This design comes from an exercise in tuning for small area and a short achievable clock period on the open sky130 flow, not from production work.
No run shown here included a check of the RTL's function; only the layout flow was run.
Power and IR drop assume default switching activity.

==> design.v <==
`default_nettype none
package timer_pkg;
   typedef logic [15:0] cnt_t;    
   typedef logic [7:0]  presc_t;  
   typedef logic [7:0]  addr_t;
   typedef logic [31:0] data_t;
   typedef enum logic [2:0] {
      OP_SET     = 3'd0,  
      OP_TOGGLE  = 3'd1,  
      OP_CLEAR   = 3'd2,  
      OP_SET_CLR = 3'd3,  
      OP_CLR_SET = 3'd4   
   } comp_op_e;
   typedef struct packed {
      presc_t   presc;
      logic     sawtooth;   
      cnt_t     cnt_start;
      cnt_t     cnt_end;
      cnt_t     comp0;
      comp_op_e op0;
      cnt_t     comp1;
      comp_op_e op1;
   } timer_cfg_t;
   typedef struct packed {
      logic start;
      logic stop;
      logic rst;
      logic update;
   } timer_cmd_t;
   localparam int CNT_W = 16;
   localparam int CFG_W = 79;
   localparam int CMD_W = 4;
   localparam addr_t TIMER_STRIDE = 8'h20;
   localparam addr_t REG_CMD      = 8'h00;
   localparam addr_t REG_CFG      = 8'h04;  
   localparam addr_t REG_TH       = 8'h08;  
   localparam addr_t REG_CH0      = 8'h0C;  
   localparam addr_t REG_CH1      = 8'h10;
   localparam addr_t REG_COUNTER  = 8'h14;  
   localparam addr_t REG_EVENT    = 8'h80;  
   localparam int CMD_START_BIT  = 0;
   localparam int CMD_STOP_BIT   = 1;
   localparam int CMD_RST_BIT    = 2;
   localparam int CMD_UPDATE_BIT = 3;
endpackage
`default_nettype wire
`timescale 1ns/1ps
`default_nettype none
module timer_compare (
   input  logic        clk_i,
   input  logic        reset_i,
   input  logic        step_i,
   input  logic        end_i,
   input  logic [15:0] count_i,
   input  logic [15:0] comp_i,
   input  logic [2:0]  op_i,
   output logic        pwm_o
);
   logic match;
   logic end_act;
   logic pwm_q;
   assign match   = step_i && (count_i == comp_i);
   assign end_act = end_i && ((op_i == 3'd3) || (op_i == 3'd4));
   always_ff @(posedge clk_i) begin
      if (reset_i) begin
         pwm_q <= 1'b0;
      end else if (end_act) begin
         pwm_q <= (op_i == 3'd4);  
      end else if (match) begin
         case (op_i)
            3'd0:    pwm_q <= 1'b1;
            3'd1:    pwm_q <= ~pwm_q;
            3'd2:    pwm_q <= 1'b0;
            3'd3:    pwm_q <= 1'b1;
            3'd4:    pwm_q <= 1'b0;
            default: pwm_q <= pwm_q;  
         endcase
      end
   end
   assign pwm_o = pwm_q;
endmodule
`default_nettype wire
`timescale 1ns/1ps
`default_nettype none
module adv_timer (
   input  logic        clk_i,
   input  logic        reset_i,
   input  logic        rst_dly_i,   
   input  logic [7:0]  presc_i,
   input  logic        saw_i,
   input  logic [15:0] start_i,
   input  logic [15:0] end_i,
   input  logic [15:0] comp0_i,
   input  logic [2:0]  op0_i,
   input  logic [15:0] comp1_i,
   input  logic [2:0]  op1_i,
   input  logic [3:0]  cmd_i,       
   output logic [15:0] count_nxt_o,
   output logic        end_o,
   output logic [1:0]  pwm_o
);
   logic cmd_start, cmd_stop, cmd_rst, cmd_update;
   assign {cmd_update, cmd_rst, cmd_stop, cmd_start} = cmd_i;
   logic [7:0]  a_presc;
   logic        a_saw;
   logic [15:0] a_start, a_end, a_comp0, a_comp1;
   logic [2:0]  a_op0, a_op1;
   logic        a_load;
   assign a_load = cmd_update || rst_dly_i;
   always_ff @(posedge clk_i) begin
      if (a_load) begin
         a_presc <= presc_i;
         a_saw   <= saw_i;
         a_start <= start_i;
         a_end   <= end_i;
         a_comp0 <= comp0_i;
         a_op0   <= op0_i;
         a_comp1 <= comp1_i;
         a_op1   <= op1_i;
      end
   end
   logic [7:0] a_presc_nxt;
   assign a_presc_nxt = a_load ? presc_i : a_presc;
   logic run_q, run_nxt;
   assign run_nxt = !reset_i && !cmd_stop && (cmd_start || run_q);
   always_ff @(posedge clk_i) run_q <= run_nxt;
   logic [7:0]  presc_q, presc_nxt;
   logic        tick_q;
   logic [15:0] count_q;
   logic        dir_q, step_q, end_q;
   assign presc_nxt = (reset_i || cmd_rst) ? 8'd0 :
                      !run_q               ? presc_q :
                      tick_q               ? 8'd0 : presc_q + 8'd1;
   always_ff @(posedge clk_i) begin
      presc_q <= presc_nxt;
      tick_q  <= run_nxt && (presc_nxt >= a_presc_nxt);
   end
   logic [15:0] cnt_inc, cnt_dec;
   logic        at_end, inc_at_end, dec_at_start;
   logic        dir_nxt, end_nxt, step_nxt;
   assign cnt_inc      = count_q + 16'd1;
   assign cnt_dec      = count_q - 16'd1;
   assign at_end       = (count_q == a_end);
   assign inc_at_end   = (cnt_inc == a_end);
   assign dec_at_start = (cnt_dec == a_start);
   always_comb begin
      count_nxt_o = count_q;
      dir_nxt     = dir_q;
      end_nxt     = 1'b0;
      step_nxt    = tick_q;
      if (reset_i) begin
         count_nxt_o = '0;
         dir_nxt     = 1'b0;
         step_nxt    = 1'b0;
      end else if (cmd_rst) begin
         count_nxt_o = a_start;
         dir_nxt     = 1'b0;
         step_nxt    = 1'b0;
      end else if (tick_q) begin
         if (a_saw) begin
            dir_nxt = 1'b0;
            if (at_end) begin
               count_nxt_o = a_start;
               end_nxt     = 1'b1;
            end else begin
               count_nxt_o = cnt_inc;
            end
         end else if (!dir_q) begin
            if (at_end) begin
               count_nxt_o = a_start;
               end_nxt     = 1'b1;
            end else begin
               count_nxt_o = cnt_inc;
               dir_nxt     = inc_at_end;
            end
         end else begin
            count_nxt_o = cnt_dec;
            if (dec_at_start) begin
               dir_nxt = 1'b0;
               end_nxt = 1'b1;
            end
         end
      end
   end
   always_ff @(posedge clk_i) begin
      count_q <= count_nxt_o;
      dir_q   <= dir_nxt;
      step_q  <= step_nxt;
      end_q   <= end_nxt;
   end
   assign end_o = end_q;
   timer_compare u_cmp0 (
      .clk_i   (clk_i),
      .reset_i (reset_i),
      .step_i  (step_q),
      .end_i   (end_q),
      .count_i (count_q),
      .comp_i  (a_comp0),
      .op_i    (a_op0),
      .pwm_o   (pwm_o[0])
   );
   timer_compare u_cmp1 (
      .clk_i   (clk_i),
      .reset_i (reset_i),
      .step_i  (step_q),
      .end_i   (end_q),
      .count_i (count_q),
      .comp_i  (a_comp1),
      .op_i    (a_op1),
      .pwm_o   (pwm_o[1])
   );
endmodule
`default_nettype wire
`timescale 1ns/1ps
`default_nettype none
module apb_timer_regs #(
   parameter int NUM_TIMERS = 4
) (
   input  logic                      clk_i,
   input  logic                      reset_i,
   input  logic                      psel_i,
   input  logic                      penable_i,
   input  logic                      pwrite_i,
   input  timer_pkg::addr_t          paddr_i,
   input  timer_pkg::data_t          pwdata_i,
   output timer_pkg::data_t          prdata_o,
   output logic                      pslverr_o,
   output logic [NUM_TIMERS*8-1:0]   presc_o,
   output logic [NUM_TIMERS-1:0]     saw_o,
   output logic [NUM_TIMERS*16-1:0]  start_o,
   output logic [NUM_TIMERS*16-1:0]  end_o,
   output logic [NUM_TIMERS*16-1:0]  comp0_o,
   output logic [NUM_TIMERS*3-1:0]   op0_o,
   output logic [NUM_TIMERS*16-1:0]  comp1_o,
   output logic [NUM_TIMERS*3-1:0]   op1_o,
   output logic [NUM_TIMERS*4-1:0]   cmd_o,
   input  logic [NUM_TIMERS*16-1:0]  count_nxt_i,  
   input  logic [NUM_TIMERS-1:0]     end_i,
   output logic [NUM_TIMERS-1:0]     events_o
);
   logic [NUM_TIMERS-1:0] d_tmr;
   logic [5:0]            d_reg;    
   logic                  d_ev;
   logic                  d_ok;
   always_comb begin
      for (int i = 0; i < NUM_TIMERS; i++)
         d_tmr[i] = !paddr_i[7] && (paddr_i[6:5] == 2'(i));
      for (int r = 0; r < 6; r++)
         d_reg[r] = (paddr_i[4:0] == 5'(4 * r));
      d_ev = (paddr_i == timer_pkg::REG_EVENT);
      d_ok = (!paddr_i[7] && (|d_reg)) || d_ev;
   end
   logic [NUM_TIMERS-1:0] ws_tmr_q;
   logic [4:0]            ws_reg_q;
   logic                  ws_ev_q;
   logic                  err_q;
   logic                  setup_wr;
   assign setup_wr = psel_i && !penable_i && pwrite_i;
   always_ff @(posedge clk_i) begin
      ws_tmr_q <= d_tmr & {NUM_TIMERS{setup_wr}};
      ws_reg_q <= d_reg[4:0];
      ws_ev_q  <= d_ev && setup_wr;
      err_q    <= !d_ok;
   end
   assign pslverr_o = err_q;
   timer_pkg::data_t wd;
   assign wd = pwdata_i & {32{!reset_i}};
   logic [NUM_TIMERS-1:0] events_q;
   logic [NUM_TIMERS-1:0] ev_clr;
   assign ev_clr = (penable_i && ws_ev_q) ? pwdata_i[NUM_TIMERS-1:0] : '0;
   for (genvar i = 0; i < NUM_TIMERS; i++) begin : gen_reg
      logic wr;
      assign wr = penable_i && ws_tmr_q[i];
      always_ff @(posedge clk_i) begin
         if (reset_i || (wr && ws_reg_q[1])) begin
            presc_o[8*i +: 8] <= wd[7:0];
            saw_o[i]          <= wd[8];
         end
         if (reset_i || (wr && ws_reg_q[2])) begin
            start_o[16*i +: 16] <= wd[15:0];
            end_o[16*i +: 16]   <= wd[31:16];
         end
         if (reset_i || (wr && ws_reg_q[3])) begin
            comp0_o[16*i +: 16] <= wd[15:0];
            op0_o[3*i +: 3]     <= wd[18:16];
         end
         if (reset_i || (wr && ws_reg_q[4])) begin
            comp1_o[16*i +: 16] <= wd[15:0];
            op1_o[3*i +: 3]     <= wd[18:16];
         end
         if (reset_i || !(wr && ws_reg_q[0])) begin
            cmd_o[4*i +: 4] <= 4'b0;  
         end else begin
            cmd_o[4*i +: 4] <= pwdata_i[3:0];
         end
      end
   end
   always_ff @(posedge clk_i) begin
      if (reset_i) begin
         events_q <= '0;
      end else begin
         events_q <= (events_q & ~ev_clr) | end_i;  
      end
   end
   assign events_o = events_q;
   timer_pkg::data_t rdata;
   timer_pkg::data_t rdata_q;
   always_comb begin
      rdata = '0;
      for (int i = 0; i < NUM_TIMERS; i++) begin
         if (d_tmr[i] && d_reg[1]) rdata = rdata | {23'b0, saw_o[i], presc_o[8*i +: 8]};
         if (d_tmr[i] && d_reg[2]) rdata = rdata | {end_o[16*i +: 16], start_o[16*i +: 16]};
         if (d_tmr[i] && d_reg[3]) rdata = rdata | {13'b0, op0_o[3*i +: 3], comp0_o[16*i +: 16]};
         if (d_tmr[i] && d_reg[4]) rdata = rdata | {13'b0, op1_o[3*i +: 3], comp1_o[16*i +: 16]};
         if (d_tmr[i] && d_reg[5]) rdata = rdata | {16'b0, count_nxt_i[16*i +: 16]};
      end
      if (d_ev) rdata = rdata | 32'(events_q | end_i);
   end
   always_ff @(posedge clk_i) begin
      rdata_q <= rdata;
   end
   assign prdata_o = rdata_q;
endmodule
`default_nettype wire
`timescale 1ns/1ps
`default_nettype none
module apb_adv_timer_top #(
   parameter int NUM_TIMERS = 4
) (
   input  logic                    clk_i,
   input  logic                    reset_i,
   input  logic                    psel_i,
   input  logic                    penable_i,
   input  logic                    pwrite_i,
   input  timer_pkg::addr_t        paddr_i,
   input  timer_pkg::data_t        pwdata_i,
   output timer_pkg::data_t        prdata_o,
   output logic                    pslverr_o,
   output logic [2*NUM_TIMERS-1:0] pwm_o,     
   output logic [NUM_TIMERS-1:0]   events_o
);
   logic [NUM_TIMERS*8-1:0]  presc;
   logic [NUM_TIMERS-1:0]    saw;
   logic [NUM_TIMERS*16-1:0] cstart, cend, comp0, comp1, count_nxt;
   logic [NUM_TIMERS*3-1:0]  op0, op1;
   logic [NUM_TIMERS*4-1:0]  cmd;
   logic [NUM_TIMERS-1:0]    tmr_end;
   logic                     rst_dly_q;
   always_ff @(posedge clk_i) rst_dly_q <= reset_i;
   apb_timer_regs #(
      .NUM_TIMERS (NUM_TIMERS)
   ) u_regs (
      .clk_i       (clk_i),
      .reset_i     (reset_i),
      .psel_i      (psel_i),
      .penable_i   (penable_i),
      .pwrite_i    (pwrite_i),
      .paddr_i     (paddr_i),
      .pwdata_i    (pwdata_i),
      .prdata_o    (prdata_o),
      .pslverr_o   (pslverr_o),
      .presc_o     (presc),
      .saw_o       (saw),
      .start_o     (cstart),
      .end_o       (cend),
      .comp0_o     (comp0),
      .op0_o       (op0),
      .comp1_o     (comp1),
      .op1_o       (op1),
      .cmd_o       (cmd),
      .count_nxt_i (count_nxt),
      .end_i       (tmr_end),
      .events_o    (events_o)
   );
   for (genvar i = 0; i < NUM_TIMERS; i++) begin : gen_timer
      adv_timer u_tim (
         .clk_i       (clk_i),
         .reset_i     (reset_i),
         .rst_dly_i   (rst_dly_q),
         .presc_i     (presc[8*i +: 8]),
         .saw_i       (saw[i]),
         .start_i     (cstart[16*i +: 16]),
         .end_i       (cend[16*i +: 16]),
         .comp0_i     (comp0[16*i +: 16]),
         .op0_i       (op0[3*i +: 3]),
         .comp1_i     (comp1[16*i +: 16]),
         .op1_i       (op1[3*i +: 3]),
         .cmd_i       (cmd[4*i +: 4]),
         .count_nxt_o (count_nxt[16*i +: 16]),
         .end_o       (tmr_end[i]),
         .pwm_o       (pwm_o[2*i +: 2])
      );
   end
endmodule
`default_nettype wire
==> run.sh <==
#!/bin/bash
# synth_recipe.tcl (not shown) runs the flow's synth.tcl, then flattens the netlist and writes it again
# the make line also repeats each setting of config.mk as NAME=value (left out here)
make -C /OpenROAD-flow-scripts/flow DESIGN_CONFIG=/design/flow/config.mk WORK_HOME=/design/flow/orfs CLKGATE_MAP_FILE= SYNTH_SCRIPT=/design/flow/synth_recipe.tcl finish
==> config.mk <==
export PLATFORM = sky130hd
export DESIGN_NAME = apb_adv_timer_top
export DESIGN_NICKNAME = apb_adv_timer_top
export VERILOG_FILES = /design/flow/design.v
export SDC_FILE = /design/flow/constraint.sdc
export NUM_CORES = 4
export LEC_CHECK = 0
export ABC_CLOCK_PERIOD_IN_PS = 2500
export CAP_MARGIN = 20
export CORE_MARGIN = 2
export CORE_UTILIZATION = 40
export SETUP_SLACK_MARGIN = 4.4
export SLEW_MARGIN = 20
==> constraint.sdc <==
create_clock -name core_clock -period 7.0 [get_ports {clk_i}]
set_input_delay 1.4000 -clock core_clock [delete_from_list [all_inputs] [get_ports {clk_i}]]
set_output_delay 1.4000 -clock core_clock [all_outputs]
set_load 0.01 [all_outputs]
==> results.txt, run 1 <==
Hold Slack 406 ps; Routability Congestion 1.03; syn nets 3492; detailed-route wire length per cell 33.9 um; Seq/Total Area, Yosys 57.7%; final WL 172000 um; chip height 316 um; Skew-Pair Late Insertion Delay 680 ps; clk buf depth 3; Initial Utilization 40.3%; fin cells 5086; share of the synthesized area in the top cell type 46.4%; Crit path max-delay family compound AO/OA/AOI/OAI gates; Pleak 0.0177 uW; Worst Hold Depth 1; Critical Path AT 3590 ps; Clk Tree Root Cell clkbuf_16; dpl cells 4638; Top Ports 90; hpwl dp 122000 um; first-pass GRT wire length 234000 um; final hold vios 0; CTS buffer count 86; worst r2r src gen_timer[3].u_tim.a_end[6]; H-tree depth 3; slew margin rel. 16.3%; Final min period 3030 ps; CTS Hold Bufs 0; share of cells above drive strength 1 28.0%; Placement Rows 114; largest net degree at the start of global routing 72; Residual DRC 0; worst slack, placed 1790 ps; Reg2Reg Setup Slack 4040 ps; grt ovf 0; Synth cell types 93; setup_tns 0 ps; worst endpoint required time 7560 ps; Mapped Cells 3403; status complete, no violations; number of global-route vias before repair 29300; drt pass-1 iters 8; via count 32200; peak supply drop 0.173 mV; GRT Total Usage 33.7%; CORE AREA 96400 um^2; Worst-Margin Slew 1250 ps; top post-synthesis cells by area edfxtp_1, dfxtp_1, xnor2_1, xor2_1, nor2_1; largest stage delay on the critical path 360 ps; final worst slack 3970 ps; Port Buffer Count 89; initial DRC count 5101; RSZ-0062 raised after global routing yes; Min-Delay Startpoint u_regs.cmd_o[13]; Crit. End Element register; slowest CP cell a211o_1; area grow syn2layout 27.7%; Clock Skew 27.8 ps; Die X 316 um; worst path cell trace buf_8, buf_12, nor3b_4, buf_6, buf_4, buf_6, a22oi_2, a21oi_2, a311oi_2, nand4_1, a211o_1, a211o_1; Antenna Nets Post-Route 0; CTS tree done; Final Setup Violations 0; vias per std cell 6.34; Tightest Hold Check Type reg2reg; DIE AREA 99600 um^2; pwr/cell area 241 nW/um^2; critical path depth 12; Final period util 43.2%; Tot Pwr 12000 uW; initial antenna violation count 15; Async S/R FF share, synth 0%; EDFF count, synth 600; startpoint type of the worst setup path input pin; Most used DFF post-synth edfxtp_1; fin. max-slew vios 0; Setup CP Type in2reg; nets 3821; Syn. warnings 4; Fmax achieved 330 MHz; total clock sinks 820; Worst R2R Path Depth 9; Bufs and invs on worst path 5; Setup crit start paddr_i[7]; area leader, netlist edfxtp_1; max_cap viols 0; Clock transition at path regs 70 ps; Mapped Avg Cell Area 11.4 um^2; Layout fillers 8387; Post-Syn Area 38800 um^2; FF+latch count, synth 820; crit-path max FO 15
synthesized netlist by cell type, drive strengths merged (10+ instances only):
cell type	instances
a2111oi	10
a211oi	33
a21o	17
a21oi	133
a221oi	20
a222oi	19
a22o	18
a22oi	60
a311oi	15
a31oi	38
and2	14
and3	49
buf	68
clkbuf	135
dfxtp	220
edfxtp	600
ha	44
inv	101
mux2	21
mux2i	65
nand2	236
nand2b	31
nand3	84
nand4	81
nor2	237
nor2b	54
nor3	102
nor3b	17
nor4	54
o211ai	24
o21ai	145
o221ai	12
o22ai	31
o2bb2ai	11
o31ai	12
or2	11
or3	26
or4	20
xnor2	227
xor2	150
routing by layer:
layer | share of wire [%] | global-route usage (%)
met1 | 39 | 46.1
met2 | 43 | 50.2
met3 | 12 | 7.32
met4 | 6.7 | 18.1
met5 | 0.035 | 0
cells in the final DEF, fill, tap and decap left out, types with 73 or more instances in the layout:
| cell | Yosys | layout |
|---|---|---|
| buf_4 | 9 | 277 |
| inv_1 | 101 | 84 |
| a21oi_1 | 133 | 113 |
| nor3_1 | 99 | 74 |
| o21ai_0 | 142 | 113 |
| clkbuf_16 | 0 | 91 |
| dfxtp_1 | 220 | 133 |
| xnor2_1 | 227 | 216 |
| nand3_1 | 84 | 73 |
| nand2_1 | 236 | 203 |
| nor2_1 | 237 | 200 |
| edfxtp_1 | 600 | 600 |
| xor2_1 | 150 | 139 |
| nand4_1 | 81 | 81 |
through the flow:
step,utilization [%],cell area (um^2)
2_1_floorplan,-,39600
3_3_place_gp,43.0,41500
3_5_place_dp,43.0,41500
4_1_cts,49.5,47700
5_1_grt,51.4,49600
6_report,51.4,49600
what timing repair did:
item                                    CTS  global route
buffers inserted                        163           106
cloned                                    9             4
endpoints found under the setup margin  502            85
pin swaps                               117           142
resized for setup                       711           203
flip-flops by register name (all words and copies together), names as in the netlist, 5 cells and up:
name / cells
u_regs.presc_o: 32
u_regs.cmd_o: 16
u_regs.comp0_o: 64
u_regs.op1_o: 12
gen_timer.u_tim.a_op0: 12
gen_timer.u_tim.count_q: 64
u_regs.ws_reg_q: 5
gen_timer.u_tim.a_op1: 12
u_regs.end_o: 64
gen_timer.u_tim.a_presc: 32
u_regs.rdata_q: 32
gen_timer.u_tim.a_comp1: 64
gen_timer.u_tim.presc_q: 32
gen_timer.u_tim.a_start: 64
gen_timer.u_tim.a_end: 64
u_regs.op0_o: 12
u_regs.comp1_o: 64
u_regs.start_o: 64
gen_timer.u_tim.a_comp0: 64
where the power goes:
group	leakage (uW)	total (uW)	internal, uW	switching (uW)
Combinational	0.00862	1100	464	640
Sequential	0.00767	6030	5600	431
Clock	0.00144	4820	2790	2030
Total	0.0177	12000	8860	3100
worst register-to-register path, cell delays in order (launching register included):
cell	delay, ps
edfxtp_1	570
xor2_2	250
nor4_4	330
nand4_1	150
buf_6	180
or4_1	420
o31ai_2	150
a2111oi_2	140
a311o_1	400
a211o_1	250
cell type report:
cell class | instances | area, um^2 | share of cell area, %
repair buffers | 439 | 4110 | 8.28
clock inverters | 50 | 587 | 1.18
well taps | 1276 | 1600 | 3.22
clock buffers | 112 | 2350 | 4.74
diodes | 4 | 10.0 | 0.0202
repair inverters | 2 | 13.8 | 0.0278
multi-input cells | 2280 | 17800 | 35.9
flip-flops and latches | 820 | 22700 | 45.7
inverters | 103 | 458 | 0.923
cells by family (layout without fill, tap and decap cells):
family	count (synthesis)	after routing	share of synthesized area, %
compound gates	707	707	12.6
xor+xnor	379	379	8.62
fa+ha+maj	44	44	1.42
buf+inv	306	706	3.17
flops	820	820	57.7
mux	94	94	2.75
other cells	0	4	0
simple gates	1053	1056	13.8
path summary, 6_finish.rpt:
path                         endpoint
min          gen_timer[3].u_tim.run_q
max reg2reg         u_regs.rdata_q[0]
max                u_regs.rdata_q[15]
min reg2reg  gen_timer[3].u_tim.run_q
==> run 2, diff against run 1 <==
--- a/config.mk
+++ b/config.mk
@@ -6,8 +6,6 @@
 export NUM_CORES = 4
 export LEC_CHECK = 0
-export ABC_CLOCK_PERIOD_IN_PS = 2500
 export CAP_MARGIN = 20
 export CORE_MARGIN = 2
 export CORE_UTILIZATION = 40
-export SETUP_SLACK_MARGIN = 4.4
 export SLEW_MARGIN = 20
==> run 2 against run 1 <==
Largest power group unchanged. Non-clock buffer count shrank 255. Critical path type is now reg2reg. Highest routed layer unchanged. Hold slack got worse by 2.7 ps. Global-route usage is 1.7 points lower. Wire length is 6.3% lower. Setup slack got worse by 1400 ps. Flip-flop and latch count unchanged. Still clean.
==> results.txt, run 2 <==
Worst-Margin Slew 1200 ps (-45.2 ps); nets 3561 (-6.8%); drt pass-1 iters 7 (-1); fin. max-slew vios 0 (unchanged); Skew-Pair Late Insertion Delay 680 ps (about the same); share of the synthesized area in the top cell type 46.4% (unchanged); startpoint type of the worst setup path register; Synth Area in Compound Gates 12.6% (unchanged); final WL 162000 um (-6.3%); Port Buffer Count 89 (unchanged); Critical Path AT 5000 ps (+1410 ps); Fmax achieved 226 MHz (-32%); Residual DRC 0 (unchanged); top post-synthesis cells by area edfxtp_1, dfxtp_1, xnor2_1, xor2_1, nor2_1; pwr/cell area 262 nW/um^2 (+8.7%); met2 Usage GRT 49.8% (-0.40 points); worst slack, placed 2090 ps (+304 ps); Routability Congestion 1.02 (-0.97%); Min-Delay Startpoint u_regs.cmd_o[5]; vias per std cell 6.23 (-1.8%); DIE AREA 99600 um^2 (unchanged); RSZ-0062 raised after global routing no; number of global-route vias before repair 27700 (-5.5%); Final Setup Violations 0 (unchanged); Top Ports 90 (unchanged); largest stage delay on the critical path 940 ps (+580 ps); Clk Tree Root Cell clkbuf_16; detailed-route wire length per cell 33.5 um (-1.2%); Post-Syn Area 38800 um^2 (unchanged); Crit. End Element register; Hold Slack 403 ps (-2.66 ps); Initial Utilization 40.3% (unchanged); Tightest Hold Check Type reg2reg; clk buf depth 3 (unchanged); Final min period 4430 ps (+1400 ps); area grow syn2layout 13.5%; max_cap viols 0 (unchanged); final hold vios 0 (unchanged); Seq/Total Area, Yosys 57.7% (unchanged); Post-CTS Repair Setup Buffers 0 (-100%); EDFF count, synth 600 (unchanged); worst r2r src gen_timer[1].u_tim.count_q[4]; chip height 316 um (unchanged); first-pass GRT wire length 221000 um (-5.6%); commonest non-fill, non-tap cell in the layout edfxtp_1; CORE AREA 96400 um^2 (unchanged); Setup CP Type reg2reg; hpwl dp 121000 um (-0.91%); Most used DFF post-synth edfxtp_1; Die X 316 um (unchanged); M1 GR Usage 43.9% (-2.2 points); commonest non-fill, non-tap cells in the layout edfxtp_1, nor2_1, nand2_1; total clock sinks 820 (unchanged); via count 30000 (-6.9%); CTS buffer count 86 (unchanged); H-tree depth 3 (unchanged); main combinational cell family by area after synthesis simple AND/OR/NAND/NOR gates; slew margin rel. 18.8% (+2.5 points); post-synthesis mux area share 2.75% (unchanged); largest net degree at the start of global routing 72 (unchanged); post-synthesis xor/xnor area fraction 8.62% (unchanged); Synth Area in Adders 1.42% (unchanged); Synth cell types 93 (unchanged); Mapped Cells 3403 (unchanged); share of cells above drive strength 1 8.66% (-19 points); Synth top cells by count edfxtp_1, nor2_1, nand2_1; Layout fillers 8957 (+6.8%); initial antenna violation count 11 (-4); post-CTS resize count 0 (-100%); Antenna Nets Post-Route 0 (unchanged); syn nets 3492 (unchanged); area leader, netlist edfxtp_1; worst path cell trace xor2_1, or4_1, nor2_1, nand2_1, mux2i_1, o21ai_0, a211oi_1, o311ai_0; Async S/R FF share, synth 0% (unchanged); FF+latch count, synth 820 (unchanged); Mapped Avg Cell Area 11.4 um^2 (unchanged); worst endpoint required time 7570 ps (about the same); simple logic cell fraction of the synthesized area 13.8% (unchanged); slowest CP cell o21ai_0; GRT Total Usage 32.0% (-1.7 points); setup_tns 0 ps (unchanged); Pleak 0.0153 uW (-13%); Placement Rows 114 (unchanged); status complete, no violations; crit-path max FO 14 (-1); CTS Hold Bufs 0 (unchanged); peak supply drop 0.200 mV (+16%); Setup crit start gen_timer[1].u_tim.count_q[4]; Clock Skew 41.4 ps (+13.6 ps); Ant. Diodes 0 (-4); top-count cell post-synth edfxtp_1; GR Util met3 4.71% (-2.6 points); final worst slack 2570 ps (-1400 ps); CTS tree done; gr busiest metal met2; Clock transition at path regs 70 ps (about the same); Syn. warnings 4 (unchanged); dpl cells 4660 (+0.47%); fin cells 4819 (-5.2%); initial DRC count 4667 (-8.5%); grt ovf 0 (unchanged); Final period util 63.2% (+20 points)
## run 2: changes by cell type in the layout (fill, tap and decap cells not counted), moves of 25 or more
| cell | previous run | this run |
|---|---|---|
| buf_12 | 28 | 0 |
| dfxtp_1 | 133 | 220 |
| o21ai_0 | 113 | 142 |
| nor2_4 | 25 | 0 |
| nor2_1 | 200 | 236 |
| dfxtp_2 | 31 | 0 |
| nand2_1 | 203 | 236 |
| buf_4 | 277 | 96 |
| buf_2 | 34 | 1 |
| clkdlybuf4s50_1 | 34 | 86 |
| dfxtp_4 | 56 | 0 |
| buf_6 | 34 | 0 |
## run 2: metal layers
layer	vias to the layer above	share of wire, %
met1	15000	41
met5	-	0.014
li1	12900	-
met2	1766	45
met3	322	8.5
met4	4	5.8
## run 2: path summary, 6_finish.rpt
| kind | slack [ps] | to | depth (start not counted) |
|---|---|---|---|
| setup / recovery | 2570 | u_regs.rdata_q[10] | 8 |
| hold / removal | 400 | gen_timer[1].u_tim.run_q | 1 |
| setup reg to reg | 2570 | u_regs.rdata_q[10] | 8 |
| hold reg to reg | 400 | gen_timer[1].u_tim.run_q | 1 |
## run 2: where the power goes
part           switching [uW]  internal (uW)  total [uW]
sequential                393           5620        6010
clock                    2020           2660        4690
combinational             537            329         866
total                    2950           8610       11600
## run 2: cells by family after synthesis
kind of cell    after synthesis
simple gates               1053
flops                       820
compound gates              707
xor+xnor                    379
buf+inv                     306
mux                          94
fa+ha+maj                    44
## run 2: layout make-up
cell class | instances | area (um^2) | area share (%)
sequential | 820 | 22400 | 50.8
multi-input combinational | 2277 | 15300 | 34.6
tap | 1276 | 1600 | 3.62
clock inverter | 50 | 533 | 1.21
clock buffer | 109 | 2310 | 5.24
inverter | 103 | 387 | 0.876
timing repair buffer | 184 | 1590 | 3.61
## run 2: metrics by stage
stage          area, um^2  power (uW)  util (%)
2_1_floorplan       38800        6410         -
3_3_place_gp        41300        6950      42.8
3_5_place_dp        41300        6950      42.8
4_1_cts             44100       11600      45.7
5_1_grt             44100       11900      45.7
6_report            44100       11600      45.7
## run 2: worst max-delay path, delay by kind of cell (launching register included)
kind | cells | cell delay [ps]
muxes | 1 | 210
xor gates and xnor gates | 1 | 260
AOI/OAI and AO/OA | 3 | 1290
and+or+nand+nor | 3 | 1690
DFF | 1 | 890
==> run 3, diff against run 2 <==
--- a/design.v
+++ b/design.v
@@ -125,66 +125,63 @@
    assign run_nxt = !reset_i && !cmd_stop && (cmd_start || run_q);
    always_ff @(posedge clk_i) run_q <= run_nxt;
-   logic [7:0]  presc_q, presc_nxt;
+   logic [7:0]  presc_q, presc_inc;
    logic        tick_q;
    logic [15:0] count_q;
    logic        dir_q, step_q, end_q;
-   assign presc_nxt = (reset_i || cmd_rst) ? 8'd0 :
-                      !run_q               ? presc_q :
-                      tick_q               ? 8'd0 : presc_q + 8'd1;
+   logic        ge_hold, ge_inc, ge_zero, tick_nxt;
+   assign presc_inc = presc_q + 8'd1;
+   assign ge_hold   = (presc_q >= a_presc_nxt);
+   assign ge_inc    = (presc_inc >= a_presc_nxt);
+   assign ge_zero   = (a_presc_nxt == 8'd0);
+   always_comb begin
+      if (rst_dly_i || cmd_rst || (run_q && tick_q)) tick_nxt = ge_zero;
+      else if (run_q)                                tick_nxt = ge_inc;
+      else                                           tick_nxt = ge_hold;
+      tick_nxt = tick_nxt && run_nxt;
+   end
    always_ff @(posedge clk_i) begin
-      presc_q <= presc_nxt;
-      tick_q  <= run_nxt && (presc_nxt >= a_presc_nxt);
+      if (rst_dly_i || cmd_rst || (run_q && tick_q)) presc_q <= 8'd0;
+      else if (run_q)                                presc_q <= presc_inc;
+      tick_q <= tick_nxt;
+   end
+   function automatic logic eq_inc(input logic [15:0] a, input logic [15:0] b);
+      logic [15:0] x;
+      logic        r;
+      x = a ^ b;
+      r = x[0];
+      for (int i = 1; i < 16; i++) r = r && (x[i] == (x[i-1] && a[i-1]));
+      eq_inc = r;
+   endfunction
+   logic        down;
+   logic [15:0] pm_mask, cnt_pm, cnt_base;
+   logic        at_end, inc_at_end, dec_at_start, wrap;
+   logic        dir_nxt, end_nxt;
+   assign down = dir_q && !a_saw;
+   always_comb begin
+      pm_mask[0] = 1'b1;
+      for (int i = 1; i < 16; i++) pm_mask[i] = pm_mask[i-1] && (count_q[i-1] ^ down);
    end
-   logic [15:0] cnt_inc, cnt_dec;
-   logic        at_end, inc_at_end, dec_at_start;
-   logic        dir_nxt, end_nxt, step_nxt;
-   assign cnt_inc      = count_q + 16'd1;
-   assign cnt_dec      = count_q - 16'd1;
+   assign cnt_pm       = count_q ^ pm_mask;           
    assign at_end       = (count_q == a_end);
-   assign inc_at_end   = (cnt_inc == a_end);
-   assign dec_at_start = (cnt_dec == a_start);
+   assign inc_at_end   = eq_inc(count_q, a_end);
+   assign dec_at_start = eq_inc(a_start, count_q);    
+   assign wrap         = !down && at_end;
+   assign cnt_base    = tick_q ? cnt_pm : count_q;
+   assign count_nxt_o = rst_dly_i ? 16'd0 :
+                        (cmd_rst || (tick_q && wrap)) ? a_start : cnt_base;
    always_comb begin
-      count_nxt_o = count_q;
-      dir_nxt     = dir_q;
-      end_nxt     = 1'b0;
-      step_nxt    = tick_q;
-      if (reset_i) begin
-         count_nxt_o = '0;
-         dir_nxt     = 1'b0;
-         step_nxt    = 1'b0;
-      end else if (cmd_rst) begin
-         count_nxt_o = a_start;
-         dir_nxt     = 1'b0;
-         step_nxt    = 1'b0;
-      end else if (tick_q) begin
-         if (a_saw) begin
-            dir_nxt = 1'b0;
-            if (at_end) begin
-               count_nxt_o = a_start;
-               end_nxt     = 1'b1;
-            end else begin
-               count_nxt_o = cnt_inc;
-            end
-         end else if (!dir_q) begin
-            if (at_end) begin
-               count_nxt_o = a_start;
-               end_nxt     = 1'b1;
-            end else begin
-               count_nxt_o = cnt_inc;
-               dir_nxt     = inc_at_end;
-            end
-         end else begin
-            count_nxt_o = cnt_dec;
-            if (dec_at_start) begin
-               dir_nxt = 1'b0;
-               end_nxt = 1'b1;
-            end
-         end
+      dir_nxt = dir_q;
+      if (rst_dly_i || cmd_rst) dir_nxt = 1'b0;
+      else if (tick_q) begin
+         if (a_saw)       dir_nxt = 1'b0;
+         else if (!dir_q) dir_nxt = !at_end && inc_at_end;
+         else             dir_nxt = !dec_at_start;
       end
    end
+   assign end_nxt = !reset_i && !cmd_rst && tick_q && (down ? dec_at_start : at_end);
    always_ff @(posedge clk_i) begin
       count_q <= count_nxt_o;
       dir_q   <= dir_nxt;
-      step_q  <= step_nxt;
+      step_q  <= !reset_i && !cmd_rst && tick_q;
       end_q   <= end_nxt;
    end
--- a/config.mk
+++ b/config.mk
@@ -8,4 +8,5 @@
 export CAP_MARGIN = 20
 export CORE_MARGIN = 2
-export CORE_UTILIZATION = 40
+export CORE_UTILIZATION = 60
+export SETUP_SLACK_MARGIN = 4.4
 export SLEW_MARGIN = 20
==> run 3 against run 2 <==
Combinational power shrank 1%. Sequential power shrank 0.8%. Fmax grew 54%. Largest power group unchanged. Still clean. Total power grew 1.1%. Hold slack gained 34 ps. Sequential share of layout area shrank 0.97 points. Register-to-register slack gained 1600 ps. Wire length shrank 12%. Non-clock buffer count grew 85. Flip-flop and latch count is the same. Die area shrank 35%. Via count shrank 7.2%.
==> results.txt, run 3 <==
status complete, no violations; slowest CP cell a222oi_1; sequential share of power 51.0% (-1.0 points); Min-Delay Startpoint u_regs.cmd_o[5]; initial antenna violation count 7 (-4); end of the worst hold path gen_timer[1].u_tim.run_q; Die X 255 um (-19%); Final period util 41.1% (-22 points); net switching power 2860 uW (-3.1%); RSZ-0062 raised after global routing yes; H-tree depth 3 (unchanged); Worst Hold Depth 1 (unchanged); Reg2Reg Setup Slack 4190 ps (+1620 ps); Residual DRC 0 (unchanged); Int Pwr 8820 uW (+2.5%); CTS Hold Bufs 0 (unchanged); Placement Rows 91 (-20%); Layout Utilization 73.1% (+27 points); GRT Total Usage 43.7% (+12 points); combinational power share 7.3% (-0.2 points); Critical Path AT 3390 ps (-1610 ps); EDFF count, synth 600 (unchanged); Mapped Cells 3000 (-12%); worst endpoint required time 7510 ps (-60 ps); clk buf depth 3 (unchanged); pwr/cell area 258 nW/um^2 (-1.5%); Synth cell types 93 (unchanged); final hold vios 0 (unchanged); area of the multi-input gates 15300 um^2 (+0.41%); Pleak 0.0167 uW (+8.6%); final WL 142000 um (-12%); max_cap viols 0 (unchanged); DIE AREA 64900 um^2 (-35%); area grow syn2layout 20.0%; top-count cell post-synth edfxtp_1; met2 Usage GRT 66.7% (+17 points); worst path cell trace buf_8, or3b_4, buf_6, nor4_4, buf_12, buf_4, a222oi_1, o311ai_1, or4_1; Routability Congestion 1.04 (+2.0%); Setup CP Type in2reg; Port Buffer Count 89 (unchanged); Post-Syn Area 37700 um^2 (-2.9%); FF/Latch Area 22600 um^2 (+0.65%); drt pass-1 iters 9 (+2); CORE AREA 61900 um^2 (-36%); grt ovf 0 (unchanged); chip height 255 um (-19%); Synth top cells by count edfxtp_1, xnor2_1, dfxtp_1; fin. max-slew vios 0 (unchanged); Crit. End Element register; syn nets 3233 (-7.4%); nets 3448 (-3.2%); gr busiest metal met2; FF+latch count, synth 820 (unchanged); Top Ports 90 (unchanged); Worst-Margin Slew 1230 ps (+22.5 ps); vias per std cell 6.74 (+8.3%); largest stage delay on the critical path 500 ps (-440 ps); largest net degree at the start of global routing 72 (unchanged); Final min period 2880 ps (-1550 ps); commonest non-fill, non-tap cells in the layout edfxtp_1, xnor2_1, ha_1; hpwl dp 103000 um (-15%); number of global-route vias before repair 27100 (-2.4%); Hold Slack 437 ps (+34.0 ps); Clk Tree Root Cell clkbuf_16; Clock transition at path regs 60 ps (about the same); crit-path max FO 7 (-7); total clock sinks 820 (unchanged); GR Util met3 8.52% (+3.8 points); commonest non-fill, non-tap cell in the layout edfxtp_1; Antenna Nets Post-Route 0 (unchanged); Mapped Avg Cell Area 12.6 um^2 (+10%); Skew-Pair Late Insertion Delay 660 ps (-20 ps); first-pass GRT wire length 195000 um (-12%); Fmax achieved 348 MHz (+54%); top post-synthesis cells by area edfxtp_1, dfxtp_1, ha_1, xnor2_1, xor2_1; Clock Skew 26.4 ps (-15.0 ps); reg2reg end u_regs.rdata_q[8]; share of the synthesized area in the top cell type 47.8% (+1.4 points); detailed-route wire length per cell 34.4 um (+2.8%); Worst R2R Path Depth 10 (+2); Tightest Hold Check Type reg2reg; CTS buffer count 85 (-1.2%); setup_tns 0 ps (unchanged); Async S/R FF share, synth 0% (unchanged); via count 27800 (-7.2%); peak supply drop 0.228 mV (+14%); Syn. warnings 4 (unchanged); share of cells above drive strength 1 22.2% (+14 points); Initial Utilization 60.9% (+21 points); slew margin rel. 17.8% (-1.0 points); startpoint type of the worst setup path input pin; Seq/Total Area, Yosys 59.5% (+1.7 points); Sw Share 24.5% (-1.0 points); Final Setup Violations 0 (unchanged); CTS tree done; Most used DFF post-synth edfxtp_1; initial DRC count 4282 (-8.2%); Layout fillers 3985 (-56%); M1 GR Usage 54.4% (+10 points); clock share of power 41.7% (+1.2 points); worst r2r src gen_timer[0].u_tim.a_end[12]; area leader, netlist edfxtp_1
-- run 3: cell count changes after synthesis, moves of 31 or more --
cell,previous run,this run
a21oi_1,133,55
o21ai_0,142,61
nor2_1,237,181
inv_1,101,181
nor3_1,99,68
clkbuf_1,135,81
ha_1,44,188
nand2_1,236,111
-- run 3: cell families (layout without fill, tap and decap cells) --
logic type	Yosys count	in the layout	share of synthesized area, %
other	0	5	0
adder cells (fa/ha/maj)	188	188	6.24
AO/OA/AOI/OAI	434	434	8.58
XOR/XNOR	376	376	8.73
multiplexers	81	81	2.57
AND/OR/NAND/NOR	779	779	10.9
buffers and inverters	322	609	3.47
flip-flops	820	820	59.5
-- run 3: layer usage --
layer | vias to the layer above | wire [um]
li1 | 11600 | -
met4 | 2 | 14600
met5 | - | 13
met3 | 571 | 15600
met2 | 2116 | 62800
met1 | 13500 | 49200
-- run 3: final cells by class --
class,count,share of cell area (%)
Sequential cell,820,49.9
Tap cell,837,2.31
Multi-Input combinational cell,1858,33.9
Antenna cell,5,0.0276
Timing Repair Buffer,269,5.71
Inverter,181,1.53
Clock inverter,48,1.26
Clock buffer,111,5.41
-- run 3: what timing repair did --
| item | CTS | global route |
|---|---|---|
| gates cloned | 4 | 1 |
| gates resized for setup | 507 | 129 |
| setup endpoints to repair | 554 | 230 |
| pin swaps | 68 | 62 |
| setup buffers | 85 | 45 |
-- run 3: stage by stage --
step / cells / area [um^2] / total power (uW) / worst slack, ps
global route: 4124 / 45200 / 11900 / 4080
floorplan: 3000 / 38100 / 6320 / 3870
CTS: 4078 / 44500 / 11600 / 4200
global placement: 3830 / 39600 / 6740 / 1630
finish: 4129 / 45300 / 11700 / 4120
detailed placement: 3830 / 39700 / 6780 / 2300
-- run 3: critical path: cells and delay by family --
family / cells / cell delay [ps]
AOI/OAI and AO/OA: 2 / 700
buffers and inverters: 4 / 520
and+or+nand+nor: 3 / 750
-- run 3: power by group through the flow --
| stage | sequential [uW] | clock [uW] | combinational, uW |
|---|---|---|---|
| 2_1_floorplan | 5820 | 0 | 498 |
| 3_3_place_gp | 6030 | 0 | 707 |
| 3_5_place_dp | 6040 | 0 | 738 |
| 4_1_cts | 5940 | 4850 | 806 |
| 5_1_grt | 5960 | 5040 | 907 |
| 6_report | 5960 | 4870 | 857 |
-- run 3: worst max-delay path by stage --
stage                     startpoint                  to  slack, ps  cells past startpoint
after detailed placement  paddr_i[5]   u_regs.rdata_q[3]       2300                      9
after CTS                 paddr_i[6]   u_regs.rdata_q[3]       4200                     10
after global routing      paddr_i[6]   u_regs.rdata_q[3]       4080                     10
after floorplan           paddr_i[5]  u_regs.rdata_q[15]       3870                      8
final                     paddr_i[4]  u_regs.rdata_q[12]       4120                      9
after global placement    paddr_i[5]  u_regs.rdata_q[18]       1630                      8
==> run 4, diff against run 3 <==
--- a/config.mk
+++ b/config.mk
@@ -8,5 +8,5 @@
 export CAP_MARGIN = 20
 export CORE_MARGIN = 2
-export CORE_UTILIZATION = 60
+export CORE_UTILIZATION = 40
 export SETUP_SLACK_MARGIN = 4.4
 export SLEW_MARGIN = 20
==> run 4 against run 3 <==
Synthesized area did not move. Clock-buffer cell count fell by 3. Clock power barely moved. Critical path depth did not move. Register-to-register slack barely moved. Die area rose by 49%. Via count fell by 2.8%. Total power barely moved.
==> results.txt, run 4 <==
Routability Congestion 0.933 (-10%); number of global-route vias before repair 26200 (-3.3%); first-pass GRT wire length 202000 um (+3.3%); nets 3474 (+0.75%); Critical Path AT 3450 ps (+60 ps); CORE AREA 93300 um^2 (+51%); slowest CP cell a222oi_1; status complete, no violations; top-count cell post-synth edfxtp_1; fin cells 4569 (+11%); Synth top cells by count edfxtp_1, xnor2_1, dfxtp_1; Syn. warnings 4 (unchanged); Worst-Margin Slew 1160 ps (-70.2 ps); net switching power 2830 uW (-1.2%); sequential share of power 51.0% (about the same); clk buf depth 3 (unchanged); total clock sinks 820 (unchanged); GRT Total Usage 29.7% (-14 points); Mapped Avg Cell Area 12.6 um^2 (unchanged); final WL 147000 um (+3.5%); Setup CP Type in2reg; Synth cell types 93 (unchanged); detailed-route wire length per cell 32.2 um (-6.4%); commonest non-fill, non-tap cells in the layout edfxtp_1, xnor2_1, ha_1; Initial Utilization 40.4% (-20 points); Die X 311 um (+22%); dpl cells 4254 (+11%); Int Pwr 8860 uW (+0.44%); chip height 311 um (+22%); peak supply drop 0.206 mV (-9.7%); via count 27000 (-2.8%); area leader, netlist edfxtp_1; syn nets 3233 (unchanged); Crit. End Element register; final hold vios 0 (unchanged); combinational power share 7.3% (about the same); pwr/cell area 253 nW/um^2 (-2.1%); Pleak 0.0169 uW (+1.2%); Top Ports 90 (unchanged); Placement Rows 112 (+23%); crit-path max FO 8 (+1); max_cap viols 0 (unchanged); fin. max-slew vios 0 (unchanged); Skew-Pair Late Insertion Delay 660 ps (about the same); largest stage delay on the critical path 930 ps (+430 ps); hpwl dp 109000 um (+6.2%); CTS tree done; Antenna Nets Post-Route 0 (unchanged); H-tree depth 3 (unchanged); Most used DFF post-synth edfxtp_1; top post-synthesis cells by area edfxtp_1, dfxtp_1, ha_1, xnor2_1, xor2_1; Clock Skew 29.5 ps (+3.10 ps); DIE AREA 96700 um^2 (+49%); CTS buffer count 89 (+4.7%); worst path cell trace buf_16, buf_12, or3b_4, nor3_4, buf_4, buf_6, buf_4, a222oi_1, nand3_1; FF+latch count, synth 820 (unchanged); grt ovf 0 (unchanged); Final min period 2980 ps (+109 ps); vias per std cell 5.92 (-12%); startpoint type of the worst setup path input pin; initial antenna violation count 5 (-2); initial DRC count 3579 (-16%); slew margin rel. 22.5% (+4.7 points); Residual DRC 0 (unchanged); EDFF count, synth 600 (unchanged); Layout fillers 8211 (+110%); RSZ-0062 raised after global routing yes; Port Buffer Count 89 (unchanged); drt pass-1 iters 8 (-1); Hold Slack 425 ps (-12.3 ps); Seq/Total Area, Yosys 59.5% (unchanged); commonest non-fill, non-tap cell in the layout edfxtp_1; Final period util 42.6% (+1.6 points); Min-Delay Startpoint u_regs.cmd_o[1]; Clk Tree Root Cell clkbuf_16; share of the synthesized area in the top cell type 47.8% (unchanged); Sw Share 24.2% (-0.31 points); Async S/R FF share, synth 0% (unchanged); Mapped Cells 3000 (unchanged); worst endpoint required time 7470 ps (-40 ps); largest net degree at the start of global routing 72 (unchanged); clock share of power 41.6% (about the same); Post-Syn Area 37700 um^2 (unchanged); worst r2r src gen_timer[0].u_tim.a_saw; Tightest Hold Check Type reg2reg; Fmax achieved 335 MHz (-3.7%); Final Setup Violations 0 (unchanged); share of cells above drive strength 1 22.1% (-0.060 points); setup_tns 0 ps (unchanged); Top cell by count, worst path buf_4; Setup crit start paddr_i[6]; area grow syn2layout 22.6%; Clock transition at path regs 60 ps (about the same)
run 4: cell counts after synthesis:
Identical to the previous run, type by type.
run 4: through the flow:
stage / setup slack [ps] / utilization [%] / power, uW / area [um^2]
CTS: 4130 / 48.7 / 11700 / 45400
floorplan: 3870 / - / 6320 / 38100
global placement: 2150 / 43.1 / 6790 / 40200
global route: 4040 / 49.5 / 12000 / 46200
finish: 4020 / 49.5 / 11700 / 46200
detailed placement: 2180 / 43.1 / 6810 / 40200
run 4: what timing repair did:
item	CTS	global route
gates resized for setup	533	134
buffers inserted	103	34
hold buffers	0	0
pin swaps	55	70
endpoints found under the setup margin	322	222
gates cloned	10	3
run 4: routing by layer:
metal	GRT usage (%)	vias to the layer above	part of all wire, %
met3	3.73	283	7.7
met5	0	-	0.0081
met4	14.7	2	6.0
li1	-	11700	-
met1	39.4	13600	40
met2	48.0	1439	46
run 4: worst paths after layout:
path,depth (start not counted),slack (ps),end
hold / removal,1,420,gen_timer[0].u_tim.run_q
hold reg to reg,1,420,gen_timer[0].u_tim.run_q
setup / recovery,9,4020,u_regs.rdata_q[17]
setup reg to reg,8,4200,u_regs.rdata_q[12]
run 4: power groups by stage:
stage / sequential, uW / combinational, uW / clock, uW
after floorplan: 5820 / 498 / 0
after global placement: 6060 / 725 / 0
after detailed placement: 6070 / 741 / 0
after CTS: 5960 / 816 / 4920
after global routing: 5970 / 921 / 5110
final: 5970 / 854 / 4870
run 4: critical path: cells and delay by family:
family                 cells  cell delay (ps)
AO/OA/AOI/OAI              1              930
buffers and inverters      5              630
AND/OR/NAND/NOR            3              480
run 4: cell type report:
class                   count  area, um^2  area share [%]
clock buffers             108        2360            5.11
clock inverters            56         657            1.42
diodes                      1        2.50         0.00541
flip-flops and latches    820       22600            48.8
repair buffers            287        2840            6.13
inverters                 181         694            1.50
multi-input cells        1862       15500            33.6
well taps                1254        1570            3.39
run 4: kinds of logic (layout without fill, tap and decap cells):
logic type / Yosys count / in the layout / synth area share [%]
multiplexers: 81 / 81 / 2.57
adder cells (fa/ha/maj): 188 / 188 / 6.24
other: 0 / 1 / 0
XOR/XNOR: 376 / 376 / 8.73
buffers and inverters: 322 / 632 / 3.47
AO/OA/AOI/OAI: 434 / 438 / 8.58
flip-flops: 820 / 820 / 59.5
AND/OR/NAND/NOR: 779 / 779 / 10.9
==> run 5, diff against run 4 <==
--- a/config.mk
+++ b/config.mk
@@ -8,5 +8,6 @@
 export CAP_MARGIN = 20
 export CORE_MARGIN = 2
-export CORE_UTILIZATION = 40
+export CORE_UTILIZATION = 60
+export CTS_BUF_LIST = sky130_fd_sc_hd__clkbuf_8
 export SETUP_SLACK_MARGIN = 4.4
 export SLEW_MARGIN = 20
==> run 5 against run 4 <==
Final area is 2.9% lower. Cell count is 7.7% lower. Combinational power is 0.8% lower. Clock skew is 23 ps higher. Flip-flop and latch count stayed put. Total power is 5.8% lower. Largest power group unchanged. Wire length is 3.5% lower.
==> results.txt, run 5 <==
share of the synthesized area in the top cell type 47.8% (unchanged); GRT Total Usage 43.7% (+14 points); CTS tree done; worst slack, placed 2300 ps (+118 ps); Setup CP Type reg2reg; syn nets 3233 (unchanged); largest net degree at the start of global routing 72 (unchanged); CTS buffer count 135 (+52%); FF/Latch Area 22600 um^2 (+0.17%); fin cells 4219 (-7.7%); Layout fillers 4042 (-51%); final worst slack 4210 ps (+190 ps); Top Ports 90 (unchanged); Sw Share 26.0% (+1.8 points); simple logic cell fraction of the synthesized area 10.9% (unchanged); Routability Congestion 1.04 (+11%); CTS Hold Bufs 0 (unchanged); fin. max-slew vios 0 (unchanged); Layout Utilization 72.5% (+23 points); detailed-route wire length per cell 33.7 um (+4.5%); Int Pwr 8150 uW (-8.0%); Pleak 0.0167 uW (-0.77%); chip height 255 um (-18%); Tightest Hold Check Type reg2reg; peak supply drop 0.220 mV (+6.6%); Synth Area in Adders 6.24% (unchanged); Synth Area in Compound Gates 8.58% (unchanged); Fmax achieved 358 MHz (+6.8%); Mapped Avg Cell Area 12.6 um^2 (unchanged); Residual DRC 0 (unchanged); vias per std cell 6.69 (+13%); setup_tns 0 ps (unchanged); Mapped Cells 3000 (unchanged); Tot Pwr 11000 uW (-5.8%); RSZ-0062 raised after global routing yes; initial antenna violation count 7 (+2); Seq/Total Area, Yosys 59.5% (unchanged); worst endpoint required time 7690 ps (+220 ps); pwr/cell area 245 nW/um^2 (-2.9%); total clock sinks 820 (unchanged); Port Buffer Count 89 (unchanged); Crit. End Element register; combinational power share 7.7% (+0.4 points); top-count cell post-synth edfxtp_1; drt pass-1 iters 8 (unchanged); slew margin rel. 17.3% (-5.2 points); max_cap viols 0 (unchanged); Initial Utilization 60.9% (+20 points); status complete, no violations; first-pass GRT wire length 195000 um (-3.2%); area grow syn2layout 19.1%; post-synthesis xor/xnor area fraction 8.73% (unchanged); Clock transition at path regs 60 ps (about the same); H-tree depth 4 (+1); grt ovf 0 (unchanged); clk buf depth 3 (unchanged); FF+latch count, synth 820 (unchanged); number of global-route vias before repair 27600 (+5.4%); commonest non-fill, non-tap cells in the layout edfxtp_1, xnor2_1, inv_1; Clock Skew 52.5 ps (+23.0 ps); commonest non-fill, non-tap cell in the layout edfxtp_1; nets 3494 (+0.58%); Syn. warnings 4 (unchanged); Most used DFF post-synth edfxtp_1; share of cells above drive strength 1 23.1% (+0.97 points); Placement Rows 91 (-19%); Async S/R FF share, synth 0% (unchanged); Synth cell types 93 (unchanged); Final Setup Violations 0 (unchanged); startpoint type of the worst setup path register; top post-synthesis cells by area edfxtp_1, dfxtp_1, ha_1, xnor2_1, xor2_1; Critical Path AT 3480 ps (+30 ps); Worst-Margin Slew 1240 ps (+78.0 ps); post-synthesis mux area share 2.57% (unchanged); Final min period 2790 ps (-190 ps); Antenna Nets Post-Route 0 (unchanged); DIE AREA 64900 um^2 (-33%); Clk Tree Root Cell clkbuf_8; final hold vios 0 (unchanged); via count 28200 (+4.4%); initial DRC count 4174 (+17%); Skew-Pair Late Insertion Delay 820 ps (+160 ps); Final period util 39.9% (-2.7 points); hpwl dp 103000 um (-5.8%); clock share of power 38.2% (-3.4 points); sequential share of power 54.1% (+3.1 points); area of the multi-input gates 15200 um^2 (-2.2%); Die X 255 um (-18%); Post-Syn Area 37700 um^2 (unchanged); main combinational cell family by area after synthesis simple AND/OR/NAND/NOR gates; dpl cells 3830 (-10%); Reg2Reg Setup Slack 4210 ps (about the same); EDFF count, synth 600 (unchanged); crit-path max FO 5 (-3); Synth top cells by count edfxtp_1, xnor2_1, dfxtp_1; area leader, netlist edfxtp_1; net switching power 2860 uW (+1.2%); final WL 142000 um (-3.5%); CORE AREA 61900 um^2 (-34%)
[run 5: critical path: stages (launching register included)]
cell and delay (ps):
edfxtp_1 370, inv_2 70, ha_4 270, nand4_1 90, or4_4 520, o41a_1 460
buf_6 160, buf_8 140, mux2i_4 240, o221ai_2 120, a211o_1 280
[run 5: worst paths after layout]
check,startpoint,end,cells after the start
worst max-delay path,gen_timer[0].u_tim.a_end[14],u_regs.rdata_q[9],10
worst min-delay path,u_regs.start_o[45],gen_timer[2].u_tim.a_start[13],0
worst max register to register,gen_timer[0].u_tim.a_end[14],u_regs.rdata_q[9],10
worst min register to register,u_regs.start_o[45],gen_timer[2].u_tim.a_start[13],0
[run 5: layer usage]
layer,share of wire (%),global-route usage [%],vias up,wire length (um)
met5,0.0091,0,-,13
met1,35,53.3,13700,49400
li1,-,-,11700,-
met4,10,37.2,2,14200
met2,44,66.6,2270,63100
met3,11,9.54,575,15400
[run 5: power by group through the flow]
stage / Clock, uW / Combinational, uW / Sequential (uW)
detailed placement: 0 / 738 / 6040
global route: 4410 / 898 / 5950
CTS: 4200 / 805 / 5940
finish: 4210 / 847 / 5960
floorplan: 0 / 498 / 5820
global placement: 0 / 707 / 6030
[run 5: logic make-up (layout without fill, tap and decap cells)]
logic type      Yosys count  count (layout)
mux                      81              81
simple gates            779             779
flops                   820             820
other cells               0               8
xor+xnor                376             376
buf+inv                 322             696
fa+ha+maj               188             188
compound gates          434             434
[run 5: what timing repair did]
action | CTS | global route
setup endpoints to repair | 446 | 112
setup buffers | 79 | 47
resized for setup | 547 | 102
cloned | 3 | 2
pin swaps | 36 | 44
[run 5: final cells by class]
| cell class | count | share of cell area, % |
|---|---|---|
| diodes | 8 | 0.0446 |
| clock buffers | 152 | 4.66 |
| clock inverters | 98 | 1.37 |
| inverters | 181 | 1.54 |
| multi-input cells | 1858 | 33.9 |
| flip-flops and latches | 820 | 50.4 |
| well taps | 837 | 2.33 |
| repair buffers | 265 | 5.82 |
[run 5: metrics by stage]
stage / hold slack, ps / area (um^2)
CTS: 437 / 44100
floorplan: 396 / 38100
global route: 466 / 44900
global placement: 434 / 39600
finish: 454 / 44900
detailed placement: 430 / 39700
==> run 6, diff against run 5 <==
--- a/design.v
+++ b/design.v
@@ -129,19 +129,13 @@
    logic [15:0] count_q;
    logic        dir_q, step_q, end_q;
-   logic        ge_hold, ge_inc, ge_zero, tick_nxt;
+   logic [7:0]  presc_nxt;
+   logic        tick_nxt;
    assign presc_inc = presc_q + 8'd1;
-   assign ge_hold   = (presc_q >= a_presc_nxt);
-   assign ge_inc    = (presc_inc >= a_presc_nxt);
-   assign ge_zero   = (a_presc_nxt == 8'd0);
-   always_comb begin
-      if (rst_dly_i || cmd_rst || (run_q && tick_q)) tick_nxt = ge_zero;
-      else if (run_q)                                tick_nxt = ge_inc;
-      else                                           tick_nxt = ge_hold;
-      tick_nxt = tick_nxt && run_nxt;
-   end
+   assign presc_nxt = (rst_dly_i || cmd_rst || (run_q && tick_q)) ? 8'd0 :
+                      run_q ? presc_inc : presc_q;
+   assign tick_nxt  = run_nxt && (presc_nxt >= a_presc_nxt);
    always_ff @(posedge clk_i) begin
-      if (rst_dly_i || cmd_rst || (run_q && tick_q)) presc_q <= 8'd0;
-      else if (run_q)                                presc_q <= presc_inc;
-      tick_q <= tick_nxt;
+      presc_q <= presc_nxt;
+      tick_q  <= tick_nxt;
    end
    function automatic logic eq_inc(input logic [15:0] a, input logic [15:0] b);
@@ -266,4 +260,7 @@
    logic [NUM_TIMERS-1:0] ev_clr;
    assign ev_clr = (penable_i && ws_ev_q) ? pwdata_i[NUM_TIMERS-1:0] : '0;
+   logic [NUM_TIMERS-1:0] cmd_sel_q;
+   logic [3:0]            cmd_dat_q;
+   always_ff @(posedge clk_i) cmd_dat_q <= pwdata_i[3:0];
    for (genvar i = 0; i < NUM_TIMERS; i++) begin : gen_reg
       logic wr;
@@ -286,10 +283,7 @@
             op1_o[3*i +: 3]     <= wd[18:16];
          end
-         if (reset_i || !(wr && ws_reg_q[0])) begin
-            cmd_o[4*i +: 4] <= 4'b0;  
-         end else begin
-            cmd_o[4*i +: 4] <= pwdata_i[3:0];
-         end
+         cmd_sel_q[i] <= !reset_i && wr && ws_reg_q[0];  
       end
+      assign cmd_o[4*i +: 4] = cmd_sel_q[i] ? cmd_dat_q : 4'b0;
    end
    always_ff @(posedge clk_i) begin
--- a/config.mk
+++ b/config.mk
@@ -9,5 +9,4 @@
 export CORE_MARGIN = 2
 export CORE_UTILIZATION = 60
-export CTS_BUF_LIST = sky130_fd_sc_hd__clkbuf_8
 export SETUP_SLACK_MARGIN = 4.4
 export SLEW_MARGIN = 20
==> run 6 against run 5 <==
Combinational power down 3.1%. Clock power up 8.3%. Clock skew down 32 ps. Flip-flop and latch count down 8. Global-route usage up 1.1 points. Setup slack worse by 180 ps. Critical path type is now in2reg. Largest power group unchanged. Highest routed layer unchanged.
==> results.txt, run 6 <==
Skew-Pair Late Insertion Delay 650 ps (-170 ps); worst slack, placed 1900 ps (-401 ps); Fmax achieved 336 MHz (-6.2%); vias per std cell 6.86 (+2.5%); CTS Hold Bufs 0 (unchanged); gr busiest metal met2; final WL 143000 um (+0.76%); fin. max-slew vios 0 (unchanged); worst endpoint required time 7580 ps (-110 ps); max_cap viols 0 (unchanged); Residual DRC 0 (unchanged); Crit. End Element register; Antenna Nets Post-Route 0 (unchanged); Mapped Cells 2896 (-3.5%); first-pass GRT wire length 195000 um (+0.11%); Routability Congestion 1.04 (-0.22%); commonest non-fill, non-tap cells in the layout edfxtp_1, xnor2_1, inv_1; Clock Skew 20.6 ps (-31.9 ps); chip height 251 um (-1.4%); Most used DFF post-synth edfxtp_1; Critical Path AT 3550 ps (+70 ps); Clk Tree Root Cell clkbuf_16; Die X 251 um (-1.4%); nets 3351 (-4.1%); H-tree depth 3 (-1); RSZ-0062 raised after global routing yes; crit-path max FO 5 (unchanged); Setup CP Type in2reg; area leader, netlist edfxtp_1; via count 27500 (-2.8%); Seq/Total Area, Yosys 60.7% (+1.3 points); drt pass-1 iters 7 (-1); Tightest Hold Check Type reg2reg; Worst-Margin Slew 1110 ps (-125 ps); EDFF count, synth 600 (unchanged); DIE AREA 63100 um^2 (-2.8%); largest net degree at the start of global routing 72 (unchanged); top-count cell post-synth edfxtp_1; grt ovf 0 (unchanged); CORE AREA 60400 um^2 (-2.6%); Pleak 0.0165 uW (-1.6%); slew margin rel. 25.6% (+8.3 points); final hold vios 0 (unchanged); Synth cell types 94 (+1.1%); CTS tree done; syn nets 3097 (-4.2%); area grow syn2layout 21.8%; met2 Usage GRT 66.4% (-0.15 points); Initial Utilization 60.7% (-0.15 points); setup_tns 0 ps (unchanged); commonest non-fill, non-tap cell in the layout edfxtp_1; Layout fillers 3813 (-5.7%); detailed-route wire length per cell 35.8 um (+6.3%); Async S/R FF share, synth 0% (unchanged); Top Ports 90 (unchanged); Final Setup Violations 0 (unchanged); pwr/cell area 253 nW/um^2 (+3.3%); Placement Rows 90 (-1.1%); Syn. warnings 4 (unchanged); initial DRC count 4421 (+5.9%); M1 GR Usage 57.3% (+4.1 points); number of global-route vias before repair 26400 (-4.4%); final worst slack 4020 ps (-183 ps); share of cells above drive strength 1 24.4% (+1.3 points); Final period util 42.5% (+2.6 points); hpwl dp 101000 um (-1.6%); Final min period 2980 ps (+183 ps); clk buf depth 3 (unchanged); Post-Syn Area 36700 um^2 (-2.8%); Clock transition at path regs 60 ps (about the same); top post-synthesis cells by area edfxtp_1, dfxtp_1, xnor2_1, ha_1, xor2_1; Mapped Avg Cell Area 12.7 um^2 (+0.69%); status complete, no violations; total clock sinks 812 (-0.98%); initial antenna violation count 9 (+2); peak supply drop 0.227 mV (+3.4%); Ant. Diodes 0 (-8); GRT Total Usage 44.9% (+1.1 points); GR Util met3 11.2% (+1.7 points); CTS buffer count 81 (-40%); Port Buffer Count 89 (unchanged); share of the synthesized area in the top cell type 49.2% (+1.4 points); FF+latch count, synth 812 (-0.98%); startpoint type of the worst setup path input pin; Synth top cells by count edfxtp_1, xnor2_1, dfxtp_1
[run 6: changes by cell type after synthesis, moves of 9 or more]
cell,delta
ha_1,-32
and3_1,-24
clkbuf_1,+24
buf_2,-22
mux2i_1,+21
xnor2_1,-14
o21ai_0,-13
nor2b_1,-12
a221oi_1,+10
a22oi_1,+9
nor4_1,-9
o22ai_1,+9
or3_1,-9
[run 6: metrics by stage]
| stage | hold slack, ps | cell area (um^2) | util, % | std cells | total power [uW] |
|---|---|---|---|---|---|
| 2_1_floorplan | 418 | 37100 | - | 2896 | 6230 |
| 5_1_grt | 462 | 44700 | 74.0 | 4001 | 11500 |
| 3_3_place_gp | 432 | 38500 | 63.8 | 3665 | 6660 |
| 3_5_place_dp | 438 | 38500 | 63.8 | 3665 | 6690 |
| 6_report | 464 | 44700 | 74.0 | 4001 | 11300 |
| 4_1_cts | 456 | 43600 | 72.2 | 3934 | 11200 |
[run 6: where the power goes]
part / switching, uW / internal (uW) / total, uW / leakage, uW
logic: 485 / 336 / 821 / 0.00747
registers: 372 / 5560 / 5930 / 0.00761
clock network: 1940 / 2620 / 4560 / 0.00138
[run 6: worst paths after layout]
kind | from | to | slack, ps | cells after the start
worst min register to register | u_regs.start_o[11] | gen_timer[0].u_tim.a_start[11] | 460 | 0
worst max-delay path | paddr_i[3] | u_regs.rdata_q[8] | 4020 | 10
worst max register to register | gen_timer[2].u_tim.a_end[2] | u_regs.rdata_q[10] | 4110 | 13
worst min-delay path | u_regs.start_o[11] | gen_timer[0].u_tim.a_start[11] | 460 | 0
[run 6: area by class of cell]
class / instances / area (um^2) / area share, %
clock buffer: 107 / 2280 / 5.10
tap: 782 / 978 / 2.19
sequential: 812 / 22500 / 50.3
timing repair buffer: 305 / 3000 / 6.72
clock inverter: 45 / 526 / 1.18
multi-input combinational: 1766 / 14700 / 32.9
inverter: 184 / 709 / 1.59
[run 6: logic make-up (layout without fill, tap and decap cells)]
kind of cell / Yosys count / in the layout / share of synthesized area [%]
flops: 812 / 812 / 60.7
simple gates: 718 / 720 / 10.3
compound gates: 439 / 445 / 8.86
xor+xnor: 357 / 357 / 8.53
buf+inv: 326 / 641 / 3.71
fa+ha+maj: 156 / 156 / 5.32
mux: 88 / 88 / 2.58
[run 6: worst max-delay path: stages]
cell,delay (ps)
buf_8,110
buf_4,130
buf_4,120
or3_2,560
nor2_1,690
a22oi_1,160
nand3_1,140
nor3_2,60
o31ai_1,50
or4_1,130
[run 6: routing by layer]
layer,vias up,routed length [um]
met5,-,72
met4,6,13800
met3,541,19000
met2,2231,60800
met1,13400,49500
li1,11300,-
[run 6: timing repair]
item	4_1_cts	5_1_grt
setup endpoints to repair	492	108
endpoints found under the hold margin	0	0
buffers inserted	98	65
gates cloned	19	2
pin swaps	54	58
resized for setup	545	139

separate check: timing with driven ports:
In the flow no input, the clock included, has a driving cell. The finished layouts below were timed again as built, in two steps.
Step 1 sets driving cells, clkbuf_16 on the clock port and buf_2 on the other inputs (assumed; they add their load-dependent delay and slew).
Step 2, shift: input delay + t, output delay - t, t = (earliest + latest rising clock arrival at the registers) / 2. This alone moves slack from input paths to output paths.
Three values: ideal, step 1, step 2; two values: the first two.
run | t, ns | setup slack, ns | latest minus earliest clock arrival (ns) | pins driven straight from the clock port
run 1 | 0.734 | 3.973 / 3.943 / 3.209 | 0.030 / 0.031 | 1
run 2 | 0.734 | 2.573 / 2.573 / 1.976 | 0.042 / 0.042 | 1
run 3 | 0.716 | 4.125 / 4.127 / 3.411 | 0.030 / 0.030 | 1
run 4 | 0.713 | 4.015 / 4.019 / 3.306 | 0.032 / 0.032 | 1
run 5 | 0.863 | 4.206 / 4.206 / 3.383 | 0.058 / 0.058 | 1
run 6 | 0.707 | 4.022 / 4.044 / 3.337 | 0.021 / 0.022 | 1
After both steps every run listed still meets setup and hold. The setup slack of run 5, which loses most, moves by 0.000 ns with the drivers and by -0.823 ns with both steps.
